What follows belongs to an exercise in optimizing a design on an open flow for small area, a short achievable clock period and few clock cycles; a production flow would make more cautious choices.
Where RTL was checked, it was by simulation tests only, not by an equivalence proof against the original.
Function not checked in runs 3 and 4: the RTL went through the layout flow alone.
No activity file was given, so power comes from the tool's default toggle rates.

==> flow/design.v <==
`timescale 1ns/100ps
package bitmove_pkg;
    localparam int WORD_W = 32;
    localparam int OFS_W  = 5;
    localparam int LEN_W  = 27;
    localparam int ADDR_W = 27;
    typedef logic [WORD_W-1:0] word_t;
    typedef logic [ADDR_W+OFS_W-1:0] bit_addr_t;
    typedef struct packed {
        word_t      data;
        logic [5:0] nbits;
    } chunk_t;
    typedef logic [1:0] reg_addr_t;
    localparam reg_addr_t REG_SRC  = 2'd0;
    localparam reg_addr_t REG_DST  = 2'd1;
    localparam reg_addr_t REG_LEN  = 2'd2;
    localparam reg_addr_t REG_CTRL = 2'd3;
endpackage
`timescale 1ns/100ps
`timescale 1ns/100ps
`timescale 1ns/100ps
`timescale 1ns/100ps
`timescale 1ns/100ps
`timescale 1ns/100ps
`timescale 1ns/100ps
module bitmove_top #(
    parameter int FIFO_DEPTH = 4
) (
    input  logic                           clk,
    input  logic                           arst_n,
    input  logic                           reg_sel,
    input  logic                           reg_write,
    input  bitmove_pkg::reg_addr_t         reg_addr,
    input  bitmove_pkg::word_t             reg_wdata,
    output bitmove_pkg::word_t             reg_rdata,
    output logic                           done,
    output logic                           mem_req,
    output logic                           mem_we,
    output logic [bitmove_pkg::ADDR_W-1:0] mem_addr,
    output bitmove_pkg::word_t             mem_wdata,
    input  logic                           mem_hold,
    input  bitmove_pkg::word_t             mem_rdata
);
    localparam logic [3:0] S_IDLE = 4'b0000;
    localparam logic [3:0] S_DONE = 4'b0001;
    localparam logic [3:0] S_BUB  = 4'b0010;
    localparam logic [3:0] S_PR   = 4'b1000;   
    localparam logic [3:0] S_R0   = 4'b1001;   
    localparam logic [3:0] S_XR   = 4'b1010;   
    localparam logic [3:0] S_R0F  = 4'b1011;   
    localparam logic [3:0] S_O0   = 4'b1100;   
    localparam logic [3:0] S_XO   = 4'b1101;   
    localparam logic [3:0] S_WR   = 4'b1110;   
    logic [31:0] src_r;
    logic [31:0] dst_r;
    logic [26:0] len_r;
    logic [3:0]  state;
    logic [3:0]  nstate;
    logic [1:0]  at;       
    logic [26:0] sa;
    logic [26:0] da;
    logic [22:0] t;
    logic [31:0] P;
    logic [31:0] W;
    logic        busy;
    logic        wr_en;
    logic        go;
    logic        adv;
    assign busy  = state[3] | state[1];
    assign wr_en = reg_sel & reg_write & ~busy;
    assign go    = wr_en & (reg_addr == 2'd3) & reg_wdata[0];
    assign adv   = ~mem_hold;
    always_ff @(posedge clk) begin
        if (wr_en && reg_addr == 2'd0) src_r <= reg_wdata;
        if (wr_en && reg_addr == 2'd1) dst_r <= reg_wdata;
        if (wr_en && reg_addr == 2'd2) len_r <= reg_wdata[26:0];
    end
    always_comb begin
        case (reg_addr)
            2'd0:    reg_rdata = src_r;
            2'd1:    reg_rdata = dst_r;
            2'd2:    reg_rdata = {5'd0, len_r};
            default: reg_rdata = {31'd0, busy};
        endcase
    end
    logic [4:0]  soff, doff, llo, r, dend;
    logic [5:0]  vd, vs;
    logic [1:0]  cd, cs;
    logic        e, flush, lp;
    logic        last, sec, third;
    logic        thi_z, thi_o;
    logic [1:0]  tlo;
    logic [31:0] fmask, lmask, m;
    assign soff  = src_r[4:0];
    assign doff  = dst_r[4:0];
    assign llo   = len_r[4:0];
    assign r     = soff - doff;
    assign e     = soff < doff;
    assign vd    = {1'b0, llo} + {1'b0, doff};
    assign vs    = {1'b0, llo} + {1'b0, soff};
    assign cd    = {vd > 6'd32, (vd != 6'd0) && (vd <= 6'd32)};
    assign cs    = {vs > 6'd32, (vs != 6'd0) && (vs <= 6'd32)};
    assign flush = (cd == cs + {1'b0, e});
    assign dend  = vd[4:0];
    assign lp    = dend != 5'd0;
    assign thi_z = (t[22:2] == '0);
    assign thi_o = (t[22:2] == '1);
    assign tlo   = t[1:0];
    always_comb begin
        case (cd)
            2'd0: begin
                last  = thi_z & (tlo == 2'd1);
                sec   = thi_z & (tlo == 2'd2);
                third = thi_z & (tlo == 2'd3);
            end
            2'd1: begin
                last  = thi_z & (tlo == 2'd0);
                sec   = thi_z & (tlo == 2'd1);
                third = thi_z & (tlo == 2'd2);
            end
            default: begin
                last  = thi_o & (tlo == 2'd3);
                sec   = thi_z & (tlo == 2'd0);
                third = thi_z & (tlo == 2'd1);
            end
        endcase
    end
    assign fmask = ~((32'd1 << doff) - 32'd1);
    assign lmask = lp ? ((32'd1 << dend) - 32'd1) : '1;
    assign m     = (at == 2'd2 ? fmask : '1) & (last ? lmask : '1);
    logic need_o0;
    logic [3:0] after_start;
    logic [3:0] first_state;
    assign need_o0     = (doff != 5'd0) | (last & (lp | flush));
    assign after_start = (last | (sec & flush)) ? S_BUB : S_XR;
    assign first_state = !e ? S_PR : S_R0F;
    always_comb begin
        nstate = state;
        case (state)
            S_IDLE, S_DONE: nstate = go ? first_state : S_IDLE;
            S_PR:  if (adv) nstate = (last & flush) ? S_O0 : S_R0;
            S_R0, S_R0F: if (adv) nstate = need_o0 ? S_O0 : after_start;
            S_O0:  if (adv) nstate = after_start;
            S_XR:  if (adv) nstate = S_WR;
            S_XO:  if (adv) nstate = S_BUB;
            S_BUB: if (adv) nstate = S_WR;
            S_WR:  if (adv) nstate = last ? S_DONE
                                  : sec ? (lp ? S_XO : S_WR)
                                  : (third & flush) ? S_WR : S_XR;
            default: nstate = S_IDLE;
        endcase
    end
    always_ff @(posedge clk or negedge arst_n) begin
        if (!arst_n) begin
            state <= S_IDLE;
            at    <= 2'd0;
        end else begin
            state <= nstate;
            if (adv) begin
                if (state[3] & ~state[2])                 at <= 2'd1;
                else if (state == S_O0)                   at <= 2'd2;
                else if (state == S_XO)                   at <= 2'd3;
                else                                      at <= 2'd0;
            end
        end
    end
    logic        use_d;
    logic        sfirst;
    logic        dfirst;
    logic [26:0] inc;
    logic        acc;
    assign use_d    = state[2];
    assign sfirst   = (state == S_PR) | (state == S_R0F);
    assign mem_addr = use_d ? (dfirst ? dst_r[31:5] : da) : (sfirst ? src_r[31:5] : sa);
    assign inc      = mem_addr + 27'd1;
    assign acc      = state[3] & adv;
    always_ff @(posedge clk) begin
        if (acc & ~use_d) sa <= inc;
        if (acc & (state == S_WR)) da <= inc;
        if (go) begin
            t      <= {1'b0, len_r[26:5]};
            dfirst <= 1'b1;
        end else if (acc & (state == S_WR)) begin
            t      <= t - 23'd1;
            dfirst <= 1'b0;
        end
    end
    logic        src_arr, old_arr, fe;
    logic [4:0]  rr;
    logic [31:0] rot;
    logic [31:0] hm;
    logic [31:0] fun;
    assign src_arr = adv & (at == 2'd1);
    assign old_arr = adv & at[1];
    assign fe      = adv & flush & (((state == S_BUB) & last) | ((state == S_WR) & sec));
    assign rr      = at[1] ? 5'd0 : r;
    always_comb begin
        rot = mem_rdata;
        for (int k = 0; k < 5; k++) begin
            if (rr[k]) rot = (rot >> (1 << k)) | (rot << (32 - (1 << k)));
        end
    end
    assign hm      = at[1] ? ~m : ~('1 >> r);
    assign fun     = (hm & rot) | (~hm & P);
    always_ff @(posedge clk) begin
        if (src_arr) P <= rot;
        for (int i = 0; i < 32; i++) begin
            if ((old_arr & ~m[i]) | src_arr | fe) W[i] <= fun[i];
        end
    end
    assign mem_req   = state[3];
    assign mem_we    = state[2] & state[1];
    assign mem_wdata = W;
    assign done      = (state == S_DONE);
endmodule
==> flow/flow/run.sh <==
#!/bin/bash
# The standard layout with two changes:
#  - synthesis maps logic with an area-oriented ABC script and plain gates
#    for adders (registers are mapped as in the standard synthesis);
#  - each port gets the smallest buffer; timing repair upsizes where needed.
set -euo pipefail
here=$(pwd)
{ head -n 1 synth_recipe.tcl; cat flow/abc_area.tcl; tail -n +2 synth_recipe.tcl; } > own_synth.tcl
sed "s|$here/synth_recipe.tcl|$here/own_synth.tcl|" standard.sh > own_standard.sh
grep -q own_synth.tcl own_standard.sh
export OWN_ABC_SCRIPT='+strash;&get,-n;&st;&syn2;&dch;&nf,-a,-R,1000;&st;&syn2;&dch;&nf,-a,-R,1000;&put;dnsize'
export ADDER_MAP_FILE=
export BUFFER_PORTS_ARGS="-buffer_cell sky130_fd_sc_hd__buf_1"
bash own_standard.sh > standard.log 2>&1
==> flow/flow/abc_area.tcl <==
# Sourced into the synthesis script after its first line: ORFS's abc call is
# redirected to an area-oriented mapping script (flops are mapped before abc,
# so the registers are those of the standard synthesis).
proc abc {args} {
  set i [lsearch -exact $args -script]
  if {$i >= 0} { set args [lreplace $args $i [expr {$i + 1}] -script $::env(OWN_ABC_SCRIPT)] }
  set j [lsearch -exact $args -D]
  if {$j >= 0} { set args [lreplace $args $j [expr {$j + 1}]] }
  yosys abc {*}$args
}
==> flow/standard.sh <==
#!/bin/bash
# synth_recipe.tcl (not shown) runs the flow's synth.tcl, then flattens the netlist and writes it again
# the make line also repeats each setting of config.mk as NAME=value (left out here)
make -C /OpenROAD-flow-scripts/flow DESIGN_CONFIG=/design/flow/config.mk WORK_HOME=/design/flow/orfs CLKGATE_MAP_FILE= SYNTH_SCRIPT=/design/flow/synth_recipe.tcl "${@:-finish}"
==> flow/config.mk <==
export PLATFORM = sky130hd
export DESIGN_NAME = bitmove_top
export DESIGN_NICKNAME = bitmove_top
export VERILOG_FILES = /design/flow/design.v
export SDC_FILE = /design/flow/constraint.sdc
export NUM_CORES = 4
export LEC_CHECK = 0
export CAP_MARGIN = 20
export CORE_MARGIN = 2
export CORE_UTILIZATION = 40
export SETUP_SLACK_MARGIN = 3.8
export SLEW_MARGIN = 20
==> flow/constraint.sdc <==
create_clock -name core_clock -period 8.0 [get_ports {clk}]
set_input_delay 1.6000 -clock core_clock [delete_from_list [all_inputs] [get_ports {clk}]]
set_output_delay 1.6000 -clock core_clock [all_outputs]
set_load 0.01 [all_outputs]
==> metrics.yaml, run 1 <==
status: "timing/DRC/antenna clean"
dpl.cell_count: 1910
root_buffer: "clkbuf_16"
fin_cells: 2000
cts_sinks: 239
ys_warn_count: 1
postSynthCellCount: 1281
tns_ns: 0
min_from: "P[9]"
crit_fanout: 37
netSwitchingPower_mw: 1.763
async_reset_ff_share_pct: 2.510
portBuffers: 164
antenna_left: 0
crit_required_ns: 6.40
seq_power_share_pct: 37.6
io_pins: 165
p_leak_nw: 5.791
grt_setup_unrepaired: "yes"
die_h_um: 187.8
drtIter0Drc: 782
endpoint_kind: "output port"
p_per_area_nw_per_um2: 289.6
timing.fmax_mhz: 240.1
pre_cts_ws_ns: 2.885
power_frac_clock_pct: 25.1
final_nets: 1603
viasPerCell: 5.550
drcViolationCount: 0
cts_tree: "done"
synth_area_um2: 13510
finalHoldViolCount: 0
muxShareOfSynthArea_pct: 14.82
r2r-end: "W[22]"
reg2reg_slack_ns: 3.93
drt_first_pass_iters: 5
whs_ns: 0.5252
rr_worst_depth: 17
final_max_slew_viol_count: 0
syn_to_final_growth_pct: 21.81
row_count: 67
swShare_pct: 37.00
wl_per_cell_um: 19.93
routed_wl_mm: 39.87
cp-start-kind: "input pin"
final_common_cell: "edfxtp_1"
vdd_drop_max_mv: 0.2408
hold_path_class: "reg -> reg"
period_share_pct: 52.07
power_mw: 4.764
synthFlopType: "edfxtp_1"
worst_slack_ns: 3.834
r2r_start: "len_r[0]"
p_comb_share_pct: 37.3
arrival_ns: 2.57
postLayoutCellArea_um2: 16450
placed_cell_area_um2: 14910
ys_ff_latch: 239
syn_nets: 1352
worstHoldEndpoint: "W[9]"
numCtsBuffers: 27
drive_above_1_share_pct: 10.50
grt_pass1_vias: 10710
cts_buffer_depth: 3
synth-seq-area-share_pct: 52.77
vias: 11100
antenna_found_initial: 2
synthDistinctLibCells: 47
dp_hpwl_mm: 28.05
synth_top_family_by_area: "simple AND/OR/NAND/NOR gates"
path_class: "in -> out"
setup_violations: 0
overflow: 0
gp_congestion: 0.9201
clk_pin_slew_ns: 0.06
grt_max_degree: 57
synth_compound_area_share_pct: 13.05
mostFrequentLayoutCells: "edfxtp_1, nor2_1, o21ai_0"
synth-xor-area-share_pct: 3.372
htreeDepth: 1
drv_cap: 0
relSlewSlack_pct: 30.32
clock_latency_ns: 0.56
p_int_mw: 3.001
dieWidth_um: 187.8
hold_buffers: 0
clock-skew-final_ns: 0.009826
holdPathStages: 1
antennaDiodeCount: 0
core-area_um2: 33360
worst_slew_pin_slew_ns: 1.036
initial_core_util_pct: 40.48
syn_area_per_cell_um2: 10.54
synthSimpleGateAreaFrac_pct: 15.20
fin_crit_ns: 4.166
synth_edf_count: 231
synth-adder-area-share_pct: 0.4447
fin_util_pct: 49.31
die_area_um2: 35250
grt_pass1_wl_mm: 60.62
grt_use_total_pct: 21.87
-- what timing repair did --
item	4_1_cts	5_1_grt
endpoints found under the setup margin	121	62
pin swaps	2	8
gates cloned	2	0
resized for setup	65	29
buffers inserted	11	25
-- critical path, cell delays in order --
cell	delay, ns
clkbuf_2	0.11
clkbuf_8	0.32
a211oi_1	0.11
a21oi_2	0.22
buf_1	0.18
-- cell type report --
class | instances | area (µm²)
clock buffers | 34 | 701.9
clock inverters | 15 | 142.6
fillers | 3216 | 16910
inverters | 12 | 45.04
multi-input cells | 1031 | 6630
flip-flops and latches | 239 | 7138
well taps | 448 | 560.5
repair buffers | 221 | 1232
-- kinds of logic (layout without fill, tap and decap cells) --
logic type	after synthesis	in the layout
AND/OR/NAND/NOR	464	465
adder cells (fa/ha/maj)	6	6
flip-flops	239	239
multiplexers	194	194
AO/OA/AOI/OAI	314	314
XOR/XNOR	52	52
buffers and inverters	12	282
-- worst max-delay path by stage --
stage	cells after the start	to	startpoint
finish	5	reg_rdata[0]	reg_addr[1]
floorplan	3	W[1]	mem_hold
detailed placement	19	sa[23]	state[0]
global route	20	sa[23]	state[0]
global placement	6	reg_rdata[3]	reg_addr[0]
CTS	6	reg_rdata[22]	reg_addr[0]
-- power by group through the flow --
stage          clock network, mW  registers (mW)  logic (mW)
5_1_grt                     1.26            1.81        1.94
3_5_place_dp                   0            1.82        1.65
3_3_place_gp                   0            1.81        1.64
2_1_floorplan                  0            1.82        1.06
6_report                    1.20            1.79        1.78
4_1_cts                     1.21            1.79        1.73
-- synthesized netlist by cell type, types with 5 or more instances --
| library cell | instances | share of area (%) |
|---|---|---|
| a211oi_1 | 7 | 0.39 |
| a21bo_1 | 6 | 0.44 |
| a21oi_1 | 66 | 2.4 |
| a22oi_1 | 15 | 0.83 |
| a31oi_1 | 11 | 0.51 |
| and2_0 | 10 | 0.46 |
| clkinv_1 | 12 | 0.33 |
| dfrtp_1 | 6 | 1.1 |
| edfxtp_1 | 231 | 51 |
| maj3_1 | 6 | 0.44 |
| mux2_1 | 48 | 4.0 |
| mux2i_1 | 146 | 11 |
| nand2_1 | 139 | 3.9 |
| nand2b_1 | 11 | 0.51 |
| nand3_1 | 17 | 0.63 |
| nand4_1 | 14 | 0.65 |
| nor2_1 | 190 | 5.3 |
| nor2b_1 | 34 | 1.6 |
| nor3_1 | 18 | 0.67 |
| nor4_1 | 9 | 0.42 |
| o21ai_0 | 176 | 6.5 |
| o22ai_1 | 6 | 0.28 |
| or2_0 | 5 | 0.23 |
| xnor2_1 | 37 | 2.4 |
| xor2_1 | 15 | 0.97 |
-- routing by layer --
metal | global-route usage [%] | vias up | routed length (µm)
met5 | 0 | - | 25
met4 | 6.632 | 4 | 1088
met3 | 3.144 | 65 | 2055
met2 | 38.02 | 309 | 19490
met1 | 28.27 | 5392 | 17210
li1 | - | 5329 | -
-- state kept, by name, indices dropped and copies added (netlist names) --
name,cells
P,32
W,32
at,2
da,27
dfirst,1
dst_r,32
len_r,27
sa,27
src_r,32
state,4
t,23
Testbench counts, summed over its fixed seeds: cycles 9,457.
==> run 2, diff against run 1 <==
--- a/flow/flow/run.sh
+++ b/flow/flow/run.sh
@@ -2,3 +2,3 @@
 # The standard layout with two changes:
-#  - synthesis maps logic with an area-oriented ABC script and plain gates
+#  - synthesis maps logic with Yosys's default ABC script and plain gates
 #    for adders (registers are mapped as in the standard synthesis);
@@ -10,3 +10,2 @@
 grep -q own_synth.tcl own_standard.sh
-export OWN_ABC_SCRIPT='+strash;&get,-n;&st;&syn2;&dch;&nf,-a,-R,1000;&st;&syn2;&dch;&nf,-a,-R,1000;&put;dnsize'
 export ADDER_MAP_FILE=
==> flow/flow/abc_area.tcl (replaced) <==
# Sourced into the synthesis script after its first line: ORFS's abc call is
# redirected to Yosys's default ABC mapping script (flops are mapped before abc,
# so the registers are those of the standard synthesis).
proc abc {args} {
  set i [lsearch -exact $args -script]
  if {$i >= 0} { set args [lreplace $args $i [expr {$i + 1}]] }
  set j [lsearch -exact $args -D]
  if {$j >= 0} { set args [lreplace $args $j [expr {$j + 1}]] }
  yosys abc {*}$args
}
==> run 2 against run 1 <==
Combinational power is 22% higher; clock power barely moved; sequential share of layout area down 2.4 points; final cell count rose by 2.9%; area after synthesis rose by 7.2%; setup slack got worse by 0.052 ns; die area is 7.0% higher; sequential power is essentially flat; via count is 7.5% higher; critical path type unchanged; count of clock-buffer cells in the layout rose by 1.
==> metrics.yaml, run 2 <==
cp_slowest_cell: "a221o_1"  # was clkbuf_8
grt_use_total_pct: 22.43  # was 21.87%
drt_first_pass_iters: 6  # was 5
drive_above_1_share_pct: 17.60  # was 10.50%
setup_violations: 0  # unchanged
overflow: 0  # unchanged
finalHoldViolCount: 0  # unchanged
htreeDepth: 1  # unchanged
cts_sinks: 239  # unchanged
synthDistinctLibCells: 87  # was 47
gp_congestion: 0.9180  # was 0.9201
yosys.cell_count.top_type: "edfxtp_1"  # unchanged
synth-seq-area-share_pct: 49.23  # was 52.77%
path_class: "in -> out"  # unchanged
cts_buffer_depth: 3  # unchanged
antenna_left: 0  # unchanged
synthFlopType: "edfxtp_1"  # unchanged
ys_warn_count: 1  # unchanged
drtIter0Drc: 1022  # was 782
fin_util_pct: 48.87  # was 49.31%
synthTopCellsByArea: "edfxtp_1, mux2i_1, nand2_1, mux2_2, nor2_1"  # was edfxtp_1, mux2i_1, o21ai_0, nor2_1, mux2_1
crit_fanout: 8  # was 37
arrival_ns: 2.62  # was 2.57 ns
synth_edf_count: 231  # unchanged
period_share_pct: 52.71  # was 52.07%
final_nets: 1647  # was 1603
top_layer: "met4"  # was met5
fin_crit_ns: 4.217  # was 4.166 ns
io_pins: 165  # unchanged
met2_wirelength_mm: 20.86  # was 19.49 mm
grt_pass1_vias: 11590  # was 10710
endpoint_kind: "output port"  # unchanged
synth_area_um2: 14480  # was 13510 µm²
synth_top_area_share_pct: 47.92  # was 51.36%
vias: 11940  # was 11100
crit_top_cell: "buf_6"
root_buffer: "clkbuf_16"  # unchanged
cts_tree: "done"  # unchanged
row_count: 69  # was 67
reg2reg_slack_ns: 3.88  # was 3.93 ns
core-area_um2: 35570  # was 33360 µm²
nFillCells: 3268  # was 3216
dieWidth_um: 194.2  # was 187.8 µm
path_cells: "buf_12 > nor2b_4 > buf_6 > buf_16 > a221o_1 > buf_6"  # was clkbuf_2 > clkbuf_8 > a211oi_1 > a21oi_2 > buf_1
postLayoutCellArea_um2: 17380  # was 16450 µm²
met1_length_mm: 19.14  # was 17.21 mm
worstHoldEndpoint: "dfirst"  # was W[9]
r2r_start: "len_r[1]"  # was len_r[0]
grt_pass1_wl_mm: 66.81  # was 60.62 mm
worst_slack_ns: 3.783  # was 3.834 ns
placed_cell_area_um2: 15570  # was 14910 µm²
yosysTopAreaCell: "edfxtp_1"  # unchanged
drv_cap: 0  # unchanged
vdd_drop_max_mv: 0.2254  # was 0.2408 mV
p_per_area_nw_per_um2: 298.3  # was 289.6 nW/µm²
ys_ff_latch: 239  # unchanged
regArea_um2: 7132  # was 7138 µm²
grt_setup_unrepaired: "yes"  # unchanged
syn_area_per_cell_um2: 10.41  # was 10.54 µm²
synthTopCellsByCount: "edfxtp_1, nand2_1, mux2i_1"  # was edfxtp_1, nor2_1, o21ai_0
die_h_um: 194.2  # was 187.8 µm
async_reset_ff_share_pct: 2.510  # unchanged
multiInputGateArea_um2: 7267  # was 6630 µm²
cp_slowest_stage_delay_ns: 0.34  # was 0.32 ns
die_area_um2: 37730  # was 35250 µm²
initial_core_util_pct: 40.70  # was 40.48%
syn_nets: 1461  # was 1352
rr_worst_depth: 13  # was 17
viasPerCell: 5.797  # was 5.550
dp_hpwl_mm: 30.38  # was 28.05 mm
r2r-end: "W[26]"  # was W[22]
routed_wl_mm: 44.16  # was 39.87 mm
final_common_cell: "edfxtp_1"  # unchanged
antenna_found_initial: 1  # was 2
clk_pin_slew_ns: 0.06  # about the same
clock_latency_ns: 0.58  # was 0.56 ns
mostFrequentLayoutCells: "edfxtp_1, nand2_1, buf_1"  # was edfxtp_1, nor2_1, o21ai_0
crit_required_ns: 6.40  # about the same
grt_max_degree: 65  # was 57
final_max_slew_viol_count: 0  # unchanged
holdPathStages: 2  # was 1
syn_to_final_growth_pct: 20.08  # was 21.81%
worst_slew_pin_slew_ns: 1.085  # was 1.036 ns
routed-wl-met3_mm: 2.978  # was 2.055 mm
drcViolationCount: 0  # unchanged
min_from: "dfirst"  # was P[9]
cp-start-kind: "input pin"  # unchanged
numCtsBuffers: 27  # unchanged
pre_cts_ws_ns: 2.970  # was 2.885 ns
status: "timing/DRC/antenna clean"  # unchanged
portBuffers: 164  # unchanged
hold_path_class: "reg -> reg"  # unchanged
hold_buffers: 0  # unchanged
clock-skew-final_ns: 0.02002  # was 0.009826 ns
p_leak_nw: 6.437  # was 5.791 nW
wl_per_cell_um: 21.45  # was 19.93 µm
postSynthCellCount: 1390  # was 1281
tns_ns: 0  # unchanged
relSlewSlack_pct: 27.52  # was 30.32%
timing.fmax_mhz: 237.1  # was 240.1 MHz
[run 2: cell count changes after synthesis, moves of 43 or more]
cell      previous run  this run
mux2_1              48         5
nand2_1            139       202
nor2_1             190       117
mux2_2               0        66
clkbuf_1             0        52
o21ai_0            176        75
[run 2: how the worst max path moves through the flow]
stage	start	to	cells after the start
final	reg_addr[0]	reg_rdata[0]	6
after global routing	dst_r[1]	W[26]	13
after CTS	state[1]	mem_addr[20]	8
after detailed placement	state[2]	da[26]	13
after global placement	dst_r[1]	W[30]	14
after floorplan	mem_hold	W[17]	4
[run 2: worst max-delay path: cells and delay by family]
| kind | cells | cell delay, ns |
|---|---|---|
| AO/OA/AOI/OAI | 1 | 0.34 |
| buffers and inverters | 4 | 0.53 |
| AND/OR/NAND/NOR | 1 | 0.13 |
[run 2: repair_timing]
action                                  4_1_cts  5_1_grt
pin swaps                                     4       14
buffers inserted                             22       20
gates resized for setup                      56       59
endpoints found under the setup margin      140      104
cloned                                        6        1
[run 2: metrics by stage]
| stage | hold WS, ns | power [mW] | cells |
|---|---|---|---|
| 3_3_place_gp | 0.4486 | 3.709 | 1956 |
| 4_1_cts | 0.4841 | 5.069 | 2035 |
| 3_5_place_dp | 0.4734 | 3.743 | 1957 |
| 6_report | 0.4789 | 5.186 | 2059 |
| 2_1_floorplan | 0.4623 | 3.188 | 1390 |
| 5_1_grt | 0.5268 | 5.447 | 2058 |
[run 2: report_power, final]
part | leakage, nW | internal, mW | switching [mW]
Clock | 0.412 | 0.688 | 0.515
Combinational | 3.83 | 0.834 | 1.33
Sequential | 2.19 | 1.72 | 0.0964
[run 2: routing by layer]
metal	vias to the layer above	track usage, %
li1	5593	-
met1	5818	30.23
met2	441	37.13
met3	83	3.879
met4	0	6.425
met5	-	0
[run 2: logic make-up after synthesis]
logic type | Yosys count | synth area share [%]
and+or+nand+nor | 467 | 14.98
AOI/OAI and AO/OA | 314 | 14.06
DFF | 239 | 49.23
muxes | 206 | 14.86
buffers and inverters | 103 | 2.991
xor gates and xnor gates | 55 | 3.431
adders and majority gates | 6 | 0.4494
[run 2: final cells by class]
type	instances	share of cell area (%)
multi-input combinational	1050	41.81
timing repair buffer	235	8.494
clock inverter	15	0.7846
inverter	23	0.4967
antenna	1	0.01440
clock buffer	35	4.060
tap	461	3.318
sequential	239	41.03
==> run 3, diff against run 2 <==
--- a/flow/design.v
+++ b/flow/design.v
@@ -92,3 +92,4 @@
     logic [1:0]  tlo;
-    logic [31:0] fmask, lmask, m;
+    logic [4:0]  tx;
+    logic [31:0] th;
     assign soff  = src_r[4:0];
@@ -127,5 +128,4 @@
     end
-    assign fmask = ~((32'd1 << doff) - 32'd1);
-    assign lmask = lp ? ((32'd1 << dend) - 32'd1) : '1;
-    assign m     = (at == 2'd2 ? fmask : '1) & (last ? lmask : '1);
+    assign tx = (at == 2'd2) ? doff : (at == 2'd3) ? dend : (5'd0 - r);
+    assign th = (32'd1 << tx) - 32'd1;
     logic need_o0;
@@ -133,4 +133,4 @@
     logic [3:0] first_state;
-    assign need_o0     = (doff != 5'd0) | (last & (lp | flush));
-    assign after_start = (last | (sec & flush)) ? S_BUB : S_XR;
+    assign need_o0     = (doff != 5'd0) | (last & flush & ~lp);
+    assign after_start = last ? (lp ? S_XO : S_BUB) : (sec & flush) ? S_BUB : S_XR;
     assign first_state = !e ? S_PR : S_R0F;
@@ -140,3 +140,3 @@
             S_IDLE, S_DONE: nstate = go ? first_state : S_IDLE;
-            S_PR:  if (adv) nstate = (last & flush) ? S_O0 : S_R0;
+            S_PR:  if (adv) nstate = (last & flush) ? (need_o0 ? S_O0 : after_start) : S_R0;
             S_R0, S_R0F: if (adv) nstate = need_o0 ? S_O0 : after_start;
@@ -194,3 +194,3 @@
     assign old_arr = adv & at[1];
-    assign fe      = adv & flush & (((state == S_BUB) & last) | ((state == S_WR) & sec));
+    assign fe      = adv & flush & ((last & at[1] & (~at[0] | ~need_o0)) | ((state == S_WR) & sec));
     assign rr      = at[1] ? 5'd0 : r;
@@ -202,3 +202,3 @@
     end
-    assign hm      = at[1] ? ~m : ~('1 >> r);
+    assign hm      = (at == 2'd2) ? th : (~th & {32{at[1] | (r != 5'd0)}});
     assign fun     = (hm & rot) | (~hm & P);
@@ -207,3 +207,3 @@
         for (int i = 0; i < 32; i++) begin
-            if ((old_arr & ~m[i]) | src_arr | fe) W[i] <= fun[i];
+            if ((old_arr & hm[i]) | src_arr | fe) W[i] <= fun[i];
         end
--- a/flow/flow/run.sh
+++ b/flow/flow/run.sh
@@ -2,3 +2,3 @@
 # The standard layout with two changes:
-#  - synthesis maps logic with Yosys's default ABC script and plain gates
+#  - synthesis maps logic with an area-oriented ABC script and plain gates
 #    for adders (registers are mapped as in the standard synthesis);
@@ -10,2 +10,3 @@
 grep -q own_synth.tcl own_standard.sh
+export OWN_ABC_SCRIPT='+strash;&get,-n;&st;&syn2;&dch;&nf,-a,-R,1000;&st;&syn2;&dch;&nf,-a,-R,1000;&put;dnsize'
 export ADDER_MAP_FILE=
==> flow/flow/abc_area.tcl (replaced) <==
# Sourced into the synthesis script after its first line: ORFS's abc call is
# redirected to an area-oriented mapping script (flops are mapped before abc,
# so the registers are those of the standard synthesis).
proc abc {args} {
  set i [lsearch -exact $args -script]
  if {$i >= 0} { set args [lreplace $args $i [expr {$i + 1}] -script $::env(OWN_ABC_SCRIPT)] }
  set j [lsearch -exact $args -D]
  if {$j >= 0} { set args [lreplace $args $j [expr {$j + 1}]] }
  yosys abc {*}$args
}
==> run 3 against run 2 <==
Clock power grew 7%; via count fell by 12%; maximum frequency up 0.29%; register-to-register slack got worse by 0.03 ns; synthesized cell count decreased by 16%; largest cell class is now registers; setup slack better by 0.012 ns; die area is 8.7% lower; core utilization up 2.5 points; power increased by 4.4%; first-iteration DRC count down 29%; sequential share of layout area grew 1.6 points.
==> metrics.yaml, run 3 <==
status: "timing/DRC/antenna clean"  # unchanged
synthTopCellsByCount: "edfxtp_1, mux2i_1, nor2_1"  # was edfxtp_1, nand2_1, mux2i_1
ys_ff_latch: 239  # unchanged
pre_cts_ws_ns: 2.978  # was 2.970 ns
cts_tree: "done"  # unchanged
die_area_um2: 34430  # was 37730 µm²
crit_fanout: 12  # was 8
yosys.cell_count.top_type: "edfxtp_1"  # unchanged
syn_area_per_cell_um2: 11.31  # was 10.41 µm²
syn_to_final_growth_pct: 26.86  # was 20.08%
grt_use_total_pct: 21.61  # was 22.43%
path_cells: "buf_4 > nor2b_2 > nor2_4 > buf_4 > nand2_2 > o21ai_0 > nor2_1 > buf_1"  # was buf_12 > nor2b_4 > buf_6 > buf_16 > a221o_1 > buf_6
clock-skew-final_ns: 0.01243  # was 0.02002 ns
row_count: 66  # was 69
fin_crit_ns: 4.205  # was 4.217 ns
p_leak_nw: 6.018  # was 6.437 nW
htreeDepth: 1  # unchanged
setup_violations: 0  # unchanged
synth_area_um2: 13190  # was 14480 µm²
antenna_found_initial: 5  # was 1
dp_hpwl_mm: 23.97  # was 30.38 mm
synth_top_area_share_pct: 52.60  # was 47.92%
initial_core_util_pct: 40.53  # was 40.70%
worst_slack_ns: 3.795  # was 3.783 ns
async_reset_ff_share_pct: 2.510  # unchanged
drtIter0Drc: 728  # was 1022
vdd_drop_max_mv: 0.2104  # was 0.2254 mV
synth_edf_count: 231  # unchanged
drive_above_1_share_pct: 17.68  # was 17.60%
final_max_slew_viol_count: 0  # unchanged
overflow: 0  # unchanged
drcViolationCount: 0  # unchanged
postSynthCellCount: 1166  # was 1390
synthDistinctLibCells: 41  # was 87
vias: 10470  # was 11940
muxShareOfSynthArea_pct: 18.83  # was 14.86%
arrival_ns: 2.60  # was 2.62 ns
synth-xor-area-share_pct: 3.387  # was 3.431%
fin_util_pct: 51.42  # was 48.87%
numCtsBuffers: 27  # unchanged
yosysTopAreaCell: "edfxtp_1"  # unchanged
wl_per_cell_um: 19.93  # was 21.45 µm
drt_first_pass_iters: 8  # was 6
core-area_um2: 32540  # was 35570 µm²
final_common_cell: "edfxtp_1"  # unchanged
crit_required_ns: 6.40  # about the same
path_class: "reg -> out"  # was in -> out
p_per_area_nw_per_um2: 323.6  # was 298.3 nW/µm²
die_h_um: 185.6  # was 194.2 µm
syn_nets: 1237  # was 1461
drv_cap: 0  # unchanged
grt_setup_unrepaired: "yes"  # unchanged
synthSimpleGateAreaFrac_pct: 12.12  # was 14.98%
tns_ns: 0  # unchanged
cp-start-kind: "register"  # was input pin
timing.fmax_mhz: 237.8  # was 237.1 MHz
mostFrequentLayoutCells: "edfxtp_1, mux2i_1, buf_1"  # was edfxtp_1, nand2_1, buf_1
grt_max_degree: 65  # unchanged
synth-seq-area-share_pct: 54.05  # was 49.23%
cts_buffer_depth: 3  # unchanged
nFillCells: 2944  # was 3268
cp_slowest_cell: "dfrtp_2"  # was a221o_1
ys_warn_count: 1  # unchanged
synth_top_family_by_area: "multiplexers"  # was simple AND/OR/NAND/NOR gates
antenna_left: 0  # unchanged
whs_ns: 0.5312  # was 0.4789 ns
routed_wl_mm: 38.09  # was 44.16 mm
hold_path_class: "reg -> reg"  # unchanged
crit_top_cell: "buf_4"  # was buf_6
synth-adder-area-share_pct: 0.2277  # was 0.4494%
cp_slowest_stage_delay_ns: 0.45  # was 0.34 ns
period_share_pct: 52.56  # was 52.71%
grt_pass1_wl_mm: 57.18  # was 66.81 mm
synthFlopType: "edfxtp_1"  # unchanged
dieWidth_um: 185.6  # was 194.2 µm
hold_buffers: 0  # unchanged
gp_congestion: 0.8318  # was 0.9180
cts_sinks: 239  # unchanged
critical-path-top-delay-family: "simple AND/OR/NAND/NOR gates"  # was buffers and inverters
finalHoldViolCount: 0  # unchanged
worst_slew_pin_slew_ns: 1.015  # was 1.085 ns
relSlewSlack_pct: 32.36  # was 27.52%
root_buffer: "clkbuf_16"  # unchanged
final_nets: 1516  # was 1647
power_mw: 5.414  # was 5.186 mW
portBuffers: 164  # unchanged
viasPerCell: 5.479  # was 5.797
clock_latency_ns: 0.56  # was 0.58 ns
clk_pin_slew_ns: 0.06  # about the same
critPathBufInv: 3  # was 4
synthTopCellsByArea: "edfxtp_1, mux2i_1, o21ai_0, nor2_1, mux2_1"  # was edfxtp_1, mux2i_1, nand2_1, mux2_2, nor2_1
endpoint_kind: "output port"  # unchanged
grt_pass1_vias: 10180  # was 11590
synth_compound_area_share_pct: 10.94  # was 14.06%
io_pins: 165  # unchanged
## run 3: cell count changes after synthesis, moves of 36 or more
cell,previous run,this run
nand2_1,202,103
mux2_1,5,46
mux2i_1,135,194
clkbuf_1,52,0
a22oi_1,38,2
mux2_2,66,0
o21ai_0,75,113
## run 3: cell families after synthesis
group           Yosys count
simple gates            359
compound gates          257
mux                     241
flops                   239
xor+xnor                 51
buf+inv                  16
fa+ha+maj                 3
## run 3: worst min-delay path, cell delays in order (launching register included)
cell      delay, ns
edfxtp_1       0.33
nand2_1        0.05
nand2_1        0.05
## run 3: path summary, 6_finish.rpt
kind	start	to	slack [ns]	depth (start not counted)
min reg2reg	P[7]	W[7]	0.53	2
max in group asynchronous	arst_n	state[2]	6.82	1
min	P[7]	W[7]	0.53	2
min in group asynchronous	arst_n	at[1]	0.91	1
max reg2reg	state[0]	sa[26]	3.85	26
max	state[0]	mem_addr[25]	3.80	8
## run 3: final cells by class
class,count,area [µm²],share of cell area [%]
sequential,239,7138,42.67
multi-input combinational,914,6528,39.02
timing repair buffer,247,1530,9.147
clock buffer,28,679.4,4.061
tap,442,553.0,3.306
clock inverter,21,229.0,1.369
inverter,16,61.31,0.3665
antenna,4,10.01,0.05984
## run 3: per-stage QoR
step / cells / cell area [µm²]
6_report: 1911 / 16730
3_5_place_dp: 1790 / 14750
5_1_grt: 1909 / 16720
4_1_cts: 1879 / 16260
3_3_place_gp: 1790 / 14740
2_1_floorplan: 1166 / 13370
## run 3: routing by layer
layer	global-route usage, %	part of all wire (%)	routed length (µm)
met5	0	0.050	19
met4	6.835	3.0	1129
met3	3.326	4.9	1882
met1	27.48	43	16240
met2	37.79	49	18810
## run 3: report_power, final
part | switching [mW] | internal, mW
clock | 0.530 | 0.749
combinational | 1.39 | 0.872
sequential | 0.141 | 1.73
total | 2.06 | 3.36
## run 3: timing repair
action / CTS / global route
setup buffers: 33 / 25
cloned: 7 / 1
pin swaps: 14 / 21
endpoints found under the setup margin: 100 / 81
gates resized for setup: 76 / 65
==> run 4, diff against run 3 <==
--- a/flow/config.mk
+++ b/flow/config.mk
@@ -10,3 +10,3 @@
 export CORE_UTILIZATION = 40
-export SETUP_SLACK_MARGIN = 3.8
+export SETUP_SLACK_MARGIN = 4.0
 export SLEW_MARGIN = 20
==> run 4 against run 3 <==
Still clean; final cell count rose by 1.8%; sequential share of layout area is 1.3 points lower; non-clock buffer count rose by 34.
==> metrics.yaml, run 4 <==
grt_setup_unrepaired: "yes"  # unchanged
drtIter0Drc: 661  # was 728
overflow: 0  # unchanged
synthDistinctLibCells: 41  # unchanged
crit_fanout: 5  # was 12
vias: 10610  # was 10470
path_class: "in -> out"  # was reg -> out
cts_tree: "done"  # unchanged
ys_ff_latch: 239  # unchanged
fin_util_pct: 53.07  # was 51.42%
relSlewSlack_pct: 32.07  # was 32.36%
tns_ns: 0  # unchanged
grt_pass1_wl_mm: 59.07  # was 57.18 mm
io_pins: 165  # unchanged
row_count: 66  # unchanged
initial_core_util_pct: 40.53  # unchanged
yosys.cell_count.top_type: "edfxtp_1"  # unchanged
period_share_pct: 51.34  # was 52.56%
p_leak_nw: 6.368  # was 6.018 nW
numCtsBuffers: 28  # was 27
antenna_left: 0  # unchanged
portBuffers: 164  # unchanged
syn_nets: 1237  # unchanged
cp-start-kind: "input pin"  # was register
grt_max_degree: 65  # unchanged
syn_to_final_growth_pct: 30.95  # was 26.86%
mostFrequentLayoutCells: "edfxtp_1, mux2i_1, buf_1"  # unchanged
synth_area_um2: 13190  # unchanged
antenna_found_initial: 5  # unchanged
final_max_slew_viol_count: 0  # unchanged
yosysTopAreaCell: "edfxtp_1"  # unchanged
final_nets: 1551  # was 1516
setup_violations: 0  # unchanged
dieWidth_um: 185.6  # unchanged
vdd_drop_max_mv: 0.1876  # was 0.2104 mV
endpoint_kind: "output port"  # unchanged
synth-seq-area-share_pct: 54.05  # unchanged
routed_wl_mm: 39.54  # was 38.09 mm
drcViolationCount: 0  # unchanged
worst_slew_pin_slew_ns: 1.019  # was 1.015 ns
gp_congestion: 0.8045  # was 0.8318
viasPerCell: 5.453  # was 5.479
synthTopCellsByArea: "edfxtp_1, mux2i_1, o21ai_0, nor2_1, mux2_1"  # unchanged
die_h_um: 185.6  # unchanged
power_mw: 5.599  # was 5.414 mW
arrival_ns: 2.51  # was 2.60 ns
synth_edf_count: 231  # unchanged
crit_required_ns: 6.40  # about the same
hold_path_class: "reg -> reg"  # unchanged
drive_above_1_share_pct: 21.39  # was 17.68%
fin_crit_ns: 4.107  # was 4.205 ns
drv_cap: 0  # unchanged
root_buffer: "clkbuf_16"  # unchanged
grt_use_total_pct: 22.31  # was 21.61%
cts_buffer_depth: 3  # unchanged
final_common_cell: "edfxtp_1"  # unchanged
synthTopCellsByCount: "edfxtp_1, mux2i_1, nor2_1"  # unchanged
ys_warn_count: 1  # unchanged
drt_first_pass_iters: 5  # was 8
synth_top_area_share_pct: 52.60  # unchanged
dp_hpwl_mm: 24.32  # was 23.97 mm
whs_ns: 0.5139  # was 0.5312 ns
cts_sinks: 239  # unchanged
async_reset_ff_share_pct: 2.510  # unchanged
die_area_um2: 34430  # unchanged
p_per_area_nw_per_um2: 324.3  # was 323.6 nW/µm²
grt_pass1_vias: 10410  # was 10180
status: "timing/DRC/antenna clean"  # unchanged
postSynthCellCount: 1166  # unchanged
wl_per_cell_um: 20.32  # was 19.93 µm
syn_area_per_cell_um2: 11.31  # unchanged
core-area_um2: 32540  # unchanged
synthFlopType: "edfxtp_1"  # unchanged
clock_latency_ns: 0.58  # was 0.56 ns
clock-skew-final_ns: 0.04699  # was 0.01243 ns
clk_pin_slew_ns: 0.06  # about the same
htreeDepth: 1  # unchanged
finalHoldViolCount: 0  # unchanged
timing.fmax_mhz: 243.5  # was 237.8 MHz
hold_buffers: 0  # unchanged
## run 4: cell counts after synthesis
Identical to the previous run, type by type.
## run 4: final timing paths
| check | startpoint | end | slack [ns] | cells after the start |
|---|---|---|---|---|
| max | reg_addr[1] | reg_rdata[2] | 3.89 | 7 |
| min | P[7] | W[7] | 0.51 | 2 |
| max reg2reg | state[0] | sa[23] | 3.96 | 26 |
| min reg2reg | P[7] | W[7] | 0.51 | 2 |
| max in group asynchronous | arst_n | state[2] | 6.75 | 1 |
| min in group asynchronous | arst_n | state[2] | 0.95 | 1 |
## run 4: layout make-up
class	count	area [µm²]
well taps	442	553.0
repair buffers	281	1897
inverters	16	62.56
clock inverters	16	200.2
clock buffers	35	726.9
flip-flops and latches	239	7136
diodes	3	7.507
multi-input cells	914	6685
fillers	2881	15270
## run 4: per-stage QoR
stage / std cells / setup slack, ns / instance area [µm²]
3_5_place_dp: 1791 / 2.965 / 14750
5_1_grt: 1945 / 3.748 / 17270
6_report: 1946 / 3.893 / 17270
3_3_place_gp: 1791 / 3.053 / 14740
2_1_floorplan: 1166 / 3.636 / 13380
4_1_cts: 1907 / 3.896 / 16700
## run 4: timing repair
action                                 4_1_cts  5_1_grt
setup endpoints to repair                  123      106
resized for setup                          154       73
pin swaps                                   34       33
endpoints found under the hold margin        0        0
setup buffers                               57       31
gates cloned                                 8        3
## run 4: cells by family after synthesis
| family | after synthesis | synth area share [%] |
|---|---|---|
| AOI/OAI and AO/OA | 257 | 10.94 |
| xor gates and xnor gates | 51 | 3.387 |
| adders and majority gates | 3 | 0.2277 |
| buffers and inverters | 16 | 0.4555 |
| DFF | 239 | 54.05 |
| muxes | 241 | 18.83 |
| and+or+nand+nor | 359 | 12.12 |
## run 4: routing by layer
metal | vias to the layer above | part of all wire, % | GRT usage, %
li1 | 5069 | - | -
met1 | 5162 | 41 | 27.36
met2 | 301 | 50 | 39.66
met3 | 77 | 5.8 | 3.815
met4 | 2 | 3.2 | 7.622
met5 | - | 0.033 | 0
## run 4: where the power goes
part | switching, mW | internal (mW)
combinational | 1.48 | 0.986
sequential | 0.110 | 1.73
clock | 0.517 | 0.771
total | 2.11 | 3.49
## run 4: worst max-delay path: stages
cell       delay [ns]
clkbuf_16        0.11
buf_12           0.12
nor2b_4          0.21
buf_6            0.18
nand2_2          0.06
o21ai_2          0.07
buf_2            0.14

[separate check: timing with driven ports]
The results above use ideal ports. As a check the final layouts listed here were re-extracted and re-timed, cells and wires unchanged. Step 1 sets driving cells, clkbuf_16 on the clock port and buf_2 on the other inputs (assumed; they add their load-dependent delay and slew). Step 2 adds t to the input delays and takes it off the output delays; t is the mean of the earliest and latest rising clock arrival at the registers after step 1. Input paths then give back, and output paths get back, about the clock's delay inside the block. Slacks: no drivers / after step 1 / after step 2; pairs: no drivers / after step 1.
| run | t (ns) | setup slack, ns | hold WS [ns] | worst setup path after step 2 |
|---|---|---|---|---|
| run 1 | 0.610 | 3.834 / 3.803 / 3.803 | 0.525 / 0.525 / 0.525 | input to output |
| run 2 | 0.622 | 3.783 / 3.737 / 3.737 | 0.479 / 0.479 / 0.479 | input to output |
| run 3 | 0.607 | 3.795 / 3.742 / 3.770 | 0.531 / 0.531 / 0.531 | input to output |
| run 4 | 0.605 | 3.893 / 3.795 / 3.795 | 0.514 / 0.514 / 0.514 | input to output |
After both steps every run listed still meets setup and hold. For run 4, which loses most, drivers alone change the setup slack by -0.098 ns; drivers and shift together by -0.098 ns.
